What follows belongs to an exercise in optimizing a design on an open flow for small area and a short achievable clock period; a production flow would make more cautious choices. The RTL was checked by simulation tests, not by an equivalence proof against the original design. Power and IR drop assume default switching activity.

<file path="flow/config.mk">
export PLATFORM = sky130hd
export DESIGN_NAME = maze_video_top
export DESIGN_NICKNAME = maze_video_top
export VERILOG_FILES = /design/flow/design.v
export SDC_FILE = /design/flow/constraint.sdc
export NUM_CORES = 4
export LEC_CHECK = 0
export CAP_MARGIN = 20
export CORE_MARGIN = 2
export CORE_UTILIZATION = 40
export SLEW_MARGIN = 20
</file>
<file path="flow/constraint.sdc">
create_clock -name core_clock -period 5.0 [get_ports {clk}]
set_input_delay 1.0000 -clock core_clock [delete_from_list [all_inputs] [get_ports {clk}]]
set_output_delay 1.0000 -clock core_clock [all_outputs]
set_load 0.01 [all_outputs]
</file>
<file path="flow/design.v">
module raster_timing (
  input  logic       clk,
  input  logic       reset,
  output logic [7:0] sx,
  output logic [8:0] sy,
  output logic       active,
  output logic       frame_start
);
  localparam logic [7:0] SX_LAST = 8'(256 - 1);
  localparam logic [8:0] SY_LAST = 9'(300 - 1);
  localparam logic [7:0] SX_ACT = 8'(224);
  localparam logic [8:0] SY_ACT = 9'(288);
  logic [7:0] sx_q;
  logic [8:0] sy_q;
  always_ff @(posedge clk) begin
    if (reset) begin
      sx_q <= '0;
      sy_q <= '0;
    end else if (sx_q == SX_LAST) begin
      sx_q <= '0;
      if (sy_q == SY_LAST) begin
        sy_q <= '0;
      end else begin
        sy_q <= sy_q + 1'b1;
      end
    end else begin
      sx_q <= sx_q + 1'b1;
    end
  end
  assign sx = sx_q;
  assign sy = sy_q;
  assign active = (sx_q < SX_ACT) && (sy_q < SY_ACT);
  assign frame_start = (sx_q == '0) && (sy_q == '0);
endmodule
module sprite_regs (
  input  logic                      clk,
  input  logic                      reset,
  input  logic [8-1:0]    awaddr,
  input  logic                      awvalid,
  output logic                      awready,
  input  logic [32-1:0]    wdata,
  input  logic [32/8-1:0]  wstrb,
  input  logic                      wvalid,
  output logic                      wready,
  output logic [1:0]                bresp,
  output logic                      bvalid,
  input  logic                      bready,
  input  logic [8-1:0]    araddr,
  input  logic                      arvalid,
  output logic                      arready,
  output logic [32-1:0]    rdata,
  output logic [1:0]                rresp,
  output logic                      rvalid,
  input  logic                      rready,
  input  logic                      frame_start,
  output logic [4-1:0]   scene_enable,
  output logic [4*9-1:0] scene_pos_x,
  output logic [4*9-1:0] scene_pos_y,
  output logic [4*12-1:0] scene_color,
  output logic [11:0]               scene_bg
);
  localparam logic [3:0] SEL_CTRL    = 4'd0;
  localparam logic [3:0] SEL_POS0    = 4'd1;
  localparam logic [3:0] SEL_POS1    = 4'd2;
  localparam logic [3:0] SEL_POS2    = 4'd3;
  localparam logic [3:0] SEL_POS3    = 4'd4;
  localparam logic [3:0] SEL_COLOR0  = 4'd5;
  localparam logic [3:0] SEL_COLOR1  = 4'd6;
  localparam logic [3:0] SEL_COLOR2  = 4'd7;
  localparam logic [3:0] SEL_COLOR3  = 4'd8;
  localparam logic [3:0] SEL_BG      = 4'd9;
  localparam logic [3:0] SEL_INVALID = 4'd10;
  localparam logic [1:0] RESP_OKAY   = 2'b00;
  localparam logic [1:0] RESP_SLVERR = 2'b10;
  logic [4-1:0]    ctrl_q;
  logic [4*9-1:0]  pos_x_q;
  logic [4*9-1:0]  pos_y_q;
  logic [4*12-1:0] color_q;
  logic [11:0]                bg_q;
  logic [3:0]             wr_sel;
  logic [3:0]             rd_sel;
  logic [32-1:0] wr_old;
  logic [32-1:0] rd_word;
  logic [32-1:0] wr_word;
  logic                   wr_fire;
  logic                   rd_fire;
  function automatic logic [3:0] decode(input logic [8-1:0] addr);
    case (addr)
      8'h00:              decode = SEL_CTRL;
      8'h04:          decode = SEL_POS0;
      8'h04 + 8'd4:   decode = SEL_POS1;
      8'h04 + 8'd8:   decode = SEL_POS2;
      8'h04 + 8'd12:  decode = SEL_POS3;
      8'h14:        decode = SEL_COLOR0;
      8'h14 + 8'd4: decode = SEL_COLOR1;
      8'h14 + 8'd8: decode = SEL_COLOR2;
      8'h14 + 8'd12: decode = SEL_COLOR3;
      8'h24:                decode = SEL_BG;
      default:                decode = SEL_INVALID;
    endcase
  endfunction
  function automatic logic [1:0] enemy_of(input logic [3:0] sel);
    case (sel)
      SEL_POS1, SEL_COLOR1: enemy_of = 2'd1;
      SEL_POS2, SEL_COLOR2: enemy_of = 2'd2;
      SEL_POS3, SEL_COLOR3: enemy_of = 2'd3;
      default:              enemy_of = 2'd0;
    endcase
  endfunction
  logic [1:0] wr_e;
  logic [1:0] rd_e;
  assign wr_sel = decode(awaddr);
  assign rd_sel = decode(araddr);
  assign wr_e = enemy_of(wr_sel);
  assign rd_e = enemy_of(rd_sel);
  always_comb begin
    wr_old = '0;
    case (wr_sel)
      SEL_CTRL: wr_old = 32'(ctrl_q);
      SEL_POS0, SEL_POS1, SEL_POS2, SEL_POS3:
        wr_old = {7'd0, pos_y_q[9*wr_e +: 9], 7'd0, pos_x_q[9*wr_e +: 9]};
      SEL_COLOR0, SEL_COLOR1, SEL_COLOR2, SEL_COLOR3:
        wr_old = 32'(color_q[12*wr_e +: 12]);
      SEL_BG: wr_old = 32'(bg_q);
      default: wr_old = '0;
    endcase
  end
  always_comb begin
    rd_word = '0;
    case (rd_sel)
      SEL_CTRL: rd_word = 32'(ctrl_q);
      SEL_POS0, SEL_POS1, SEL_POS2, SEL_POS3:
        rd_word = {7'd0, pos_y_q[9*rd_e +: 9], 7'd0, pos_x_q[9*rd_e +: 9]};
      SEL_COLOR0, SEL_COLOR1, SEL_COLOR2, SEL_COLOR3:
        rd_word = 32'(color_q[12*rd_e +: 12]);
      SEL_BG: rd_word = 32'(bg_q);
      default: rd_word = '0;
    endcase
  end
  always_comb begin
    wr_word = wr_old;
    for (int b = 0; b < 32 / 8; b++) begin
      if (wstrb[b]) begin
        wr_word[8*b +: 8] = wdata[8*b +: 8];
      end
    end
  end
  assign wr_fire = awvalid && awready && wvalid && wready;
  assign rd_fire = arvalid && arready;
  always_ff @(posedge clk) begin
    if (reset) begin
      awready <= 1'b0;
      wready <= 1'b0;
      bvalid <= 1'b0;
      bresp <= RESP_OKAY;
    end else begin
      awready <= awvalid && wvalid && !awready && !bvalid;
      wready <= awvalid && wvalid && !awready && !bvalid;
      if (wr_fire) begin
        bvalid <= 1'b1;
        bresp <= (wr_sel == SEL_INVALID) ? RESP_SLVERR : RESP_OKAY;
      end else if (bvalid && bready) begin
        bvalid <= 1'b0;
      end
    end
  end
  always_ff @(posedge clk) begin
    if (reset) begin
      ctrl_q <= '0;
      pos_x_q <= '0;
      pos_y_q <= '0;
      color_q <= '0;
      bg_q <= '0;
    end else if (wr_fire) begin
      case (wr_sel)
        SEL_CTRL: ctrl_q <= wr_word[4-1:0];
        SEL_POS0, SEL_POS1, SEL_POS2, SEL_POS3: begin
          pos_x_q[9*wr_e +: 9] <= wr_word[8:0];
          pos_y_q[9*wr_e +: 9] <= wr_word[24:16];
        end
        SEL_COLOR0, SEL_COLOR1, SEL_COLOR2, SEL_COLOR3:
          color_q[12*wr_e +: 12] <= wr_word[11:0];
        SEL_BG: bg_q <= wr_word[11:0];
        default: begin
        end
      endcase
    end
  end
  always_ff @(posedge clk) begin
    if (reset) begin
      arready <= 1'b0;
      rvalid <= 1'b0;
      rdata <= '0;
      rresp <= RESP_OKAY;
    end else begin
      arready <= arvalid && !arready && !rvalid;
      if (rd_fire) begin
        rvalid <= 1'b1;
        rdata <= rd_word;
        rresp <= (rd_sel == SEL_INVALID) ? RESP_SLVERR : RESP_OKAY;
      end else if (rvalid && rready) begin
        rvalid <= 1'b0;
      end
    end
  end
  always_ff @(posedge clk) begin
    if (reset) begin
      scene_enable <= '0;
      scene_pos_x <= '0;
      scene_pos_y <= '0;
      scene_color <= '0;
      scene_bg <= '0;
    end else if (frame_start) begin
      scene_enable <= ctrl_q;
      scene_pos_x <= pos_x_q;
      scene_pos_y <= pos_y_q;
      scene_color <= color_q;
      scene_bg <= bg_q;
    end
  end
endmodule
module enemy_sprite (
  input  logic                       clk,
  input  logic                       reset,
  input  logic [7:0]                 sx,
  input  logic [8:0]                 sy,
  input  logic                       active,
  input  logic [4-1:0]    scene_enable,
  input  logic [4*9-1:0]  scene_pos_x,
  input  logic [4*9-1:0]  scene_pos_y,
  input  logic [4*12-1:0] scene_color,
  input  logic [11:0]                scene_bg,
  output logic [11:0]                rgb,
  output logic [7:0]                 pixel_x,
  output logic [8:0]                 pixel_y,
  output logic                       de
);
  localparam int COL_W = $clog2(8);
  localparam int ROW_W = $clog2(8);
  localparam logic [COL_W-1:0] COL_LAST = COL_W'(8 - 1);
  logic [4-1:0] hit;
  logic [1:0]              win_id;
  logic                    win;
  logic [11:0]             pix_color;
  function automatic logic [8-1:0] ghost_row(input logic [ROW_W-1:0] r);
    case (r)
      3'd0: ghost_row = 8'b0011_1100;
      3'd1: ghost_row = 8'b0111_1110;
      3'd2: ghost_row = 8'b1101_1011;
      3'd3: ghost_row = 8'b1101_1011;
      3'd4: ghost_row = 8'b1111_1111;
      3'd5: ghost_row = 8'b1111_1111;
      3'd6: ghost_row = 8'b1111_1111;
      default: ghost_row = 8'b1101_1011;
    endcase
  endfunction
  always_comb begin
    logic [8:0] sx_ext;
    logic [8:0] px;
    logic [8:0] py;
    logic [8:0] dx;
    logic [8:0] dy;
    logic [8-1:0] row_bits;
    logic in_box;
    sx_ext = {1'b0, sx};
    for (int i = 0; i < 4; i++) begin
      px = scene_pos_x[9*i +: 9];
      py = scene_pos_y[9*i +: 9];
      dx = sx_ext - px;
      dy = sy - py;
      in_box = (sx_ext >= px) && (dx < 8) && (sy >= py) && (dy < 8);
      row_bits = ghost_row(dy[ROW_W-1:0]);
      hit[i] = scene_enable[i] && in_box && row_bits[COL_LAST - dx[COL_W-1:0]];
    end
  end
  always_comb begin
    win = 1'b0;
    win_id = 2'd0;
    for (int i = 4 - 1; i >= 0; i--) begin
      if (hit[i]) begin
        win = 1'b1;
        win_id = 2'(i);
      end
    end
  end
  assign pix_color = win ? scene_color[12*win_id +: 12] : scene_bg;
  always_ff @(posedge clk) begin
    if (reset) begin
      rgb <= '0;
      pixel_x <= '0;
      pixel_y <= '0;
      de <= 1'b0;
    end else begin
      de <= active;
      pixel_x <= sx;
      pixel_y <= sy;
      rgb <= active ? pix_color : '0;
    end
  end
endmodule
module maze_video_top (
  input  logic                     clk,
  input  logic                     reset,
  input  logic [8-1:0]   awaddr,
  input  logic                     awvalid,
  output logic                     awready,
  input  logic [32-1:0]   wdata,
  input  logic [32/8-1:0] wstrb,
  input  logic                     wvalid,
  output logic                     wready,
  output logic [1:0]               bresp,
  output logic                     bvalid,
  input  logic                     bready,
  input  logic [8-1:0]   araddr,
  input  logic                     arvalid,
  output logic                     arready,
  output logic [32-1:0]   rdata,
  output logic [1:0]               rresp,
  output logic                     rvalid,
  input  logic                     rready,
  output logic [11:0]              rgb,
  output logic [7:0]               pixel_x,
  output logic [8:0]               pixel_y,
  output logic                     de
);
  logic [7:0] sx;
  logic [8:0] sy;
  logic       active;
  logic       frame_start;
  logic [4-1:0]    scene_enable;
  logic [4*9-1:0]  scene_pos_x;
  logic [4*9-1:0]  scene_pos_y;
  logic [4*12-1:0] scene_color;
  logic [11:0]                scene_bg;
  raster_timing u_timing (
    .clk         (clk),
    .reset       (reset),
    .sx          (sx),
    .sy          (sy),
    .active      (active),
    .frame_start (frame_start)
  );
  sprite_regs u_regs (
    .clk          (clk),
    .reset        (reset),
    .awaddr       (awaddr),
    .awvalid      (awvalid),
    .awready      (awready),
    .wdata        (wdata),
    .wstrb        (wstrb),
    .wvalid       (wvalid),
    .wready       (wready),
    .bresp        (bresp),
    .bvalid       (bvalid),
    .bready       (bready),
    .araddr       (araddr),
    .arvalid      (arvalid),
    .arready      (arready),
    .rdata        (rdata),
    .rresp        (rresp),
    .rvalid       (rvalid),
    .rready       (rready),
    .frame_start  (frame_start),
    .scene_enable (scene_enable),
    .scene_pos_x  (scene_pos_x),
    .scene_pos_y  (scene_pos_y),
    .scene_color  (scene_color),
    .scene_bg     (scene_bg)
  );
  enemy_sprite u_sprite (
    .clk          (clk),
    .reset        (reset),
    .sx           (sx),
    .sy           (sy),
    .active       (active),
    .scene_enable (scene_enable),
    .scene_pos_x  (scene_pos_x),
    .scene_pos_y  (scene_pos_y),
    .scene_color  (scene_color),
    .scene_bg     (scene_bg),
    .rgb          (rgb),
    .pixel_x      (pixel_x),
    .pixel_y      (pixel_y),
    .de           (de)
  );
endmodule
</file>
<file path="flow/run.sh">
#!/bin/bash
# synth_recipe.tcl (not shown) runs the flow's synth.tcl, then flattens the netlist and writes it again
# the make line also repeats each setting of config.mk as NAME=value (left out here)
make -C /OpenROAD-flow-scripts/flow DESIGN_CONFIG=/design/flow/config.mk WORK_HOME=/design/flow/orfs CLKGATE_MAP_FILE= SYNTH_SCRIPT=/design/flow/synth_recipe.tcl finish
</file>
==> results.py <==
metrics = {
    "run_status": {
        "status": "complete, no violations",
    },
    "routing": {
        "viasPerCell": 5.93,
        "dr_total_vias": 18700,
        "drt-initial-drc-count": 2075,
        "route.detailed.drc": 0,
        "routed_wl_um": 67800,
        "ant_nets": 0,
        "detail_route.first_pass.iterations": 7,
        "wl_per_cell_um": 21.6,
    },
    "pwr": {
        "p_int_mw": 4.77,
        "p_clk_share_pct": 49.0,
        "switching_share_pct": 25.0,
        "p_seq_share_pct": 43.5,
        "vdd.ir_drop.worst_uv": 226,
        "comb_power_share_pct": 7.5,
        "power_density_mw_per_mm2": 286,
        "switching_power_mw": 1.59,
        "p_leak_nw": 7.74,
    },
    "critical_path": {
        "crit_path_end_kind": "flop",
        "reg2reg_depth": 14,
        "critPathMaxFanout": 12,
        "rrSetupSlack_ps": 570,
        "rr_startpoint": "u_timing.sx_q[0]$_SDFF_PP0_",
        "path_class": "reg2reg",
        "cp-start-kind": "flop",
        "required_ps": 5400,
        "worstReg2RegEnd": "u_sprite.rgb[7]$_SDFF_PP0_",
        "crit_arrival_ps": 4840,
    },
    "yosys": {
        "muxShareOfSynthArea_pct": 4.04,
        "synth_xor_area_share_pct": 1.18,
        "seq_area_frac_synth_pct": 36.0,
        "syn_avg_cell_area_um2": 7.83,
        "synth_largest_area_cell": "dfxtp_1",
        "synthSimpleGateAreaFrac_pct": 23.6,
        "async_flop_share_pct": 0,
        "synth_top_family_by_area": "simple AND/OR/NAND/NOR gates",
        "ys_warn_count": 3,
        "netlist_area_mm2": 0.0193,
        "synth_edf_count": 0,
        "ys.flop_type": "dfxtp_1",
        "synth_compound_area_share_pct": 23.5,
        "synth-seq-cells": 346,
        "yosys.area_share.adder_pct": 5.77,
        "synthCells": 2458,
        "synth_top_area_share_pct": 36.0,
        "yosysUniqueCellTypes": 87,
        "yosys-top-cells-area": "dfxtp_1, nand2_1, a21oi_1",
    },
    "timing": {
        "tns_ps": 0,
        "rsz0062_at_grt": "false",
        "max_freq_ghz": 0.226,
        "hold_violations": 0,
        "min_period_ps": 4430,
        "slew_violations": 0,
        "finClkSkew_ps": 10.8,
        "fin_crit_sh_pct": 88.7,
        "setup_violations": 0,
        "max_slew_margin_pct": 30.6,
        "fin_ws_ps": 566,
        "tightest_slew_ps": 1040,
    },
    "cts": {
        "ctsHoldBuffers": 0,
        "ctsResizeCount": 0,
        "cts_tree": "yes",
        "clkLatencyLatePin_ps": 580,
        "cts_max_level": 2,
        "cts_setup_buffers": 0,
        "cts_made_buffers": 40,
        "cts.clk_slew.worst_paths_ps": 60,
        "cts.sinks": 346,
        "cts_max_path_buffers": 3,
        "cts-root-buf": "clkbuf_16",
    },
    "place": {
        "pre_cts_ws_ps": 532,
        "numPortBuffers": 105,
        "hpwl_um": 47700,
        "place.gp.congestion": 0.925,
    },
    "finish": {
        "diodes": 0,
        "drive_gt1_share_pct": 7.27,
        "fin_nets": 2645,
        "fillers": 4787,
        "areaGrowthSynthToFinish_pct": 15.6,
    },
    "global_route": {
        "grt_pass1_wl_um": 105000,
        "grt_max_degree": 137,
        "grt.overflow.total": 0,
        "antenna_found_initial": 1,
        "grt_pass1_vias": 17700,
        "grtUsageTotal_pct": 26.9,
    },
    "flow_run": {
        "maxCapViolations": 0,
    },
    "hold_path": {
        "hold_path.startpoint": "u_regs.scene_color[27]$_SDFFE_PP0P_",
        "hold_path.class": "reg2reg",
        "min_to": "u_regs.scene_color[27]$_SDFFE_PP0P_",
        "whs_path_depth": 2,
    },
    "die": {
        "io_pins": 130,
        "fp.dieW_um": 223,
        "core_area_mm2": 0.0476,
        "fp-row-count": 80,
        "die_h_um": 223,
        "die_area_mm2": 0.0499,
        "start_util_pct": 40.4,
    },
}
[layer usage]
| metal | GRT usage [%] | routed length [um] |
|---|---|---|
| met2 | 41.3 | 29600 |
| met1 | 37.5 | 30400 |
| met3 | 5.02 | 5600 |
| met5 | 0 | 13 |
| met4 | 9.44 | 2230 |
[cell families (layout without fill, tap and decap cells)]
logic type	count (synthesis)	after routing
and+or+nand+nor	988	988
AOI/OAI and AO/OA	666	666
DFF	346	346
buffers and inverters	272	332
adders and majority gates	84	84
muxes	75	75
xor gates and xnor gates	26	26
other	1	13
[critical path, stage by stage, from the launching register on]
cell       delay, ps
dfxtp_1          340
inv_1            340
ha_1             240
inv_1             60
fa_1             420
a211oi_1         390
o21bai_1         130
a2111oi_0        820
nor3b_1          130
nand4_1          140
o22a_1           240
or3_1            130
buf_4            310
mux2i_1          360
o211ai_2         200
[flip-flops by register name, summed over array words and instances, names as in the netlist]
name,flops
u_regs.ctrl_q,4
u_regs.scene_pos_x,36
u_regs.pos_x_q,36
u_regs.awready,1
u_regs.scene_pos_y,36
u_regs.color_q,48
u_regs.scene_color,48
u_regs.arready,1
u_regs.pos_y_q,36
u_regs.bresp,1
u_regs.scene_bg,12
u_regs.bvalid,1
u_sprite.de,1
u_timing.sx_q,8
u_regs.scene_enable,4
u_sprite.pixel_y,9
u_sprite.pixel_x,8
u_regs.rvalid,1
u_regs.rdata,21
u_regs.bg_q,12
u_regs.rresp,1
u_sprite.rgb,12
u_timing.sy_q,9
[layout make-up]
cell class	instances	area [um2]	area share, %
clock buffer	55	1180	5.29
clock inverter	15	231	1.04
inverter	103	387	1.74
multi-input combinational	1852	11300	50.7
sequential	346	6930	31.1
tap	615	769	3.46
timing repair buffer	159	1490	6.71
[per-stage QoR]
| stage | power [mW] | util, % | hold slack [ps] | instance area (um2) | std cells |
|---|---|---|---|---|---|
| 6_report | 6.37 | 46.7 | 452 | 22300 | 3145 |
| 5_1_grt | 6.57 | 46.7 | 466 | 22300 | 3145 |
| 4_1_cts | 6.42 | 46.7 | 454 | 22300 | 3145 |
| 3_5_place_dp | 3.30 | 43.8 | 444 | 20900 | 3075 |
| 3_3_place_gp | 3.30 | 43.8 | 434 | 20900 | 3075 |
| 2_1_floorplan | 3.15 | - | 432 | 19300 | 2470 |
[placed cells by master, fill, tap and decap left out, types with 17 or more instances in the layout]
master and n:
o211ai_2 21, nor2_1 275, nor4b_1 21, nor2b_1 32
a31oi_1 23, mux2i_1 71, a221oi_1 19, o21ai_0 59
nand2_1 427, nor4_1 17, a21oi_1 231, buf_4 51
clkdlybuf4s50_1 103, clkbuf_16 41, a22oi_1 139, ha_1 76
nor3_1 32, inv_1 100, dfxtp_1 346, nand2b_1 26
nand3_1 36
[power by group through the flow]
stage / logic (mW) / registers (mW) / clock network [mW]
floorplan: 0.314 / 2.83 / 0
global placement: 0.464 / 2.83 / 0
detailed placement: 0.471 / 2.83 / 0
CTS: 0.472 / 2.77 / 3.18
global route: 0.515 / 2.77 / 3.29
finish: 0.475 / 2.77 / 3.12
[cell usage after synthesis (11+ instances only)]
| master | instances |
|---|---|
| nor2b_1 | 32 |
| buf_4 | 17 |
| a31oi_1 | 23 |
| nand2_1 | 427 |
| and2_1 | 12 |
| nor3_1 | 33 |
| o21ai_0 | 59 |
| nand3_1 | 37 |
| o211ai_2 | 21 |
| dfxtp_1 | 346 |
| o31a_1 | 14 |
| a222oi_1 | 11 |
| a211oi_1 | 16 |
| nand4_1 | 16 |
| nor2_1 | 275 |
| nand3b_1 | 12 |
| nor4_1 | 19 |
| clkbuf_1 | 118 |
| ha_1 | 76 |
| buf_2 | 22 |
| a21o_1 | 11 |
| inv_1 | 100 |
| a21oi_1 | 231 |
| xor2_1 | 16 |
| nor3b_1 | 12 |
| or4_1 | 11 |
| o21a_1 | 16 |
| o22ai_1 | 11 |
| a22oi_1 | 139 |
| a221oi_1 | 19 |
| nand2b_1 | 26 |
| mux2i_1 | 71 |
| nor4b_1 | 22 |
[worst max path at each step]
stage                     depth (start not counted)                         endpoint  slack, ps                   startpoint
after floorplan                                  13   u_regs.pos_x_q[6]$_SDFFE_PP0P_        920                    awaddr[1]
after detailed placement                         12  u_regs.pos_x_q[13]$_SDFFE_PP0P_        530                    awaddr[1]
after global routing                             13       u_sprite.rgb[7]$_SDFF_PP0_        340  u_timing.sx_q[0]$_SDFF_PP0_
final                                            14       u_sprite.rgb[7]$_SDFF_PP0_        570  u_timing.sx_q[0]$_SDFF_PP0_
after global placement                           12   u_regs.pos_x_q[4]$_SDFFE_PP0P_        560                    awaddr[1]
after CTS                                        14       u_sprite.rgb[7]$_SDFF_PP0_        640  u_timing.sx_q[0]$_SDFF_PP0_

## port drivers added, routing unchanged
In the flow no input, the clock included, has a driving cell. The finished layout below was timed again as built, in two steps.
Step 1 assumes that a clkbuf_16 drives the clock port and a buf_2 every other input.
Step 2 moves the port delays by t, midway between the first and last clock arrival at a register: inputs arrive t later, outputs are due t later. That takes back most of the time a late clock gives input paths.
Three values: ideal, step 1, step 2; two values: the first two.
t, ns: 0.625
setup WS [ns]: 0.566 / 0.566 / 0.486
latest minus earliest clock arrival (ns): 0.013 / 0.013
worst data-port slew with drivers (ns): 0.05
pins driven straight from the clock port: 1
After both steps setup and hold are still met in this run. For this run, drivers alone change the setup slack by 0.000 ns; drivers and shift together by -0.080 ns.
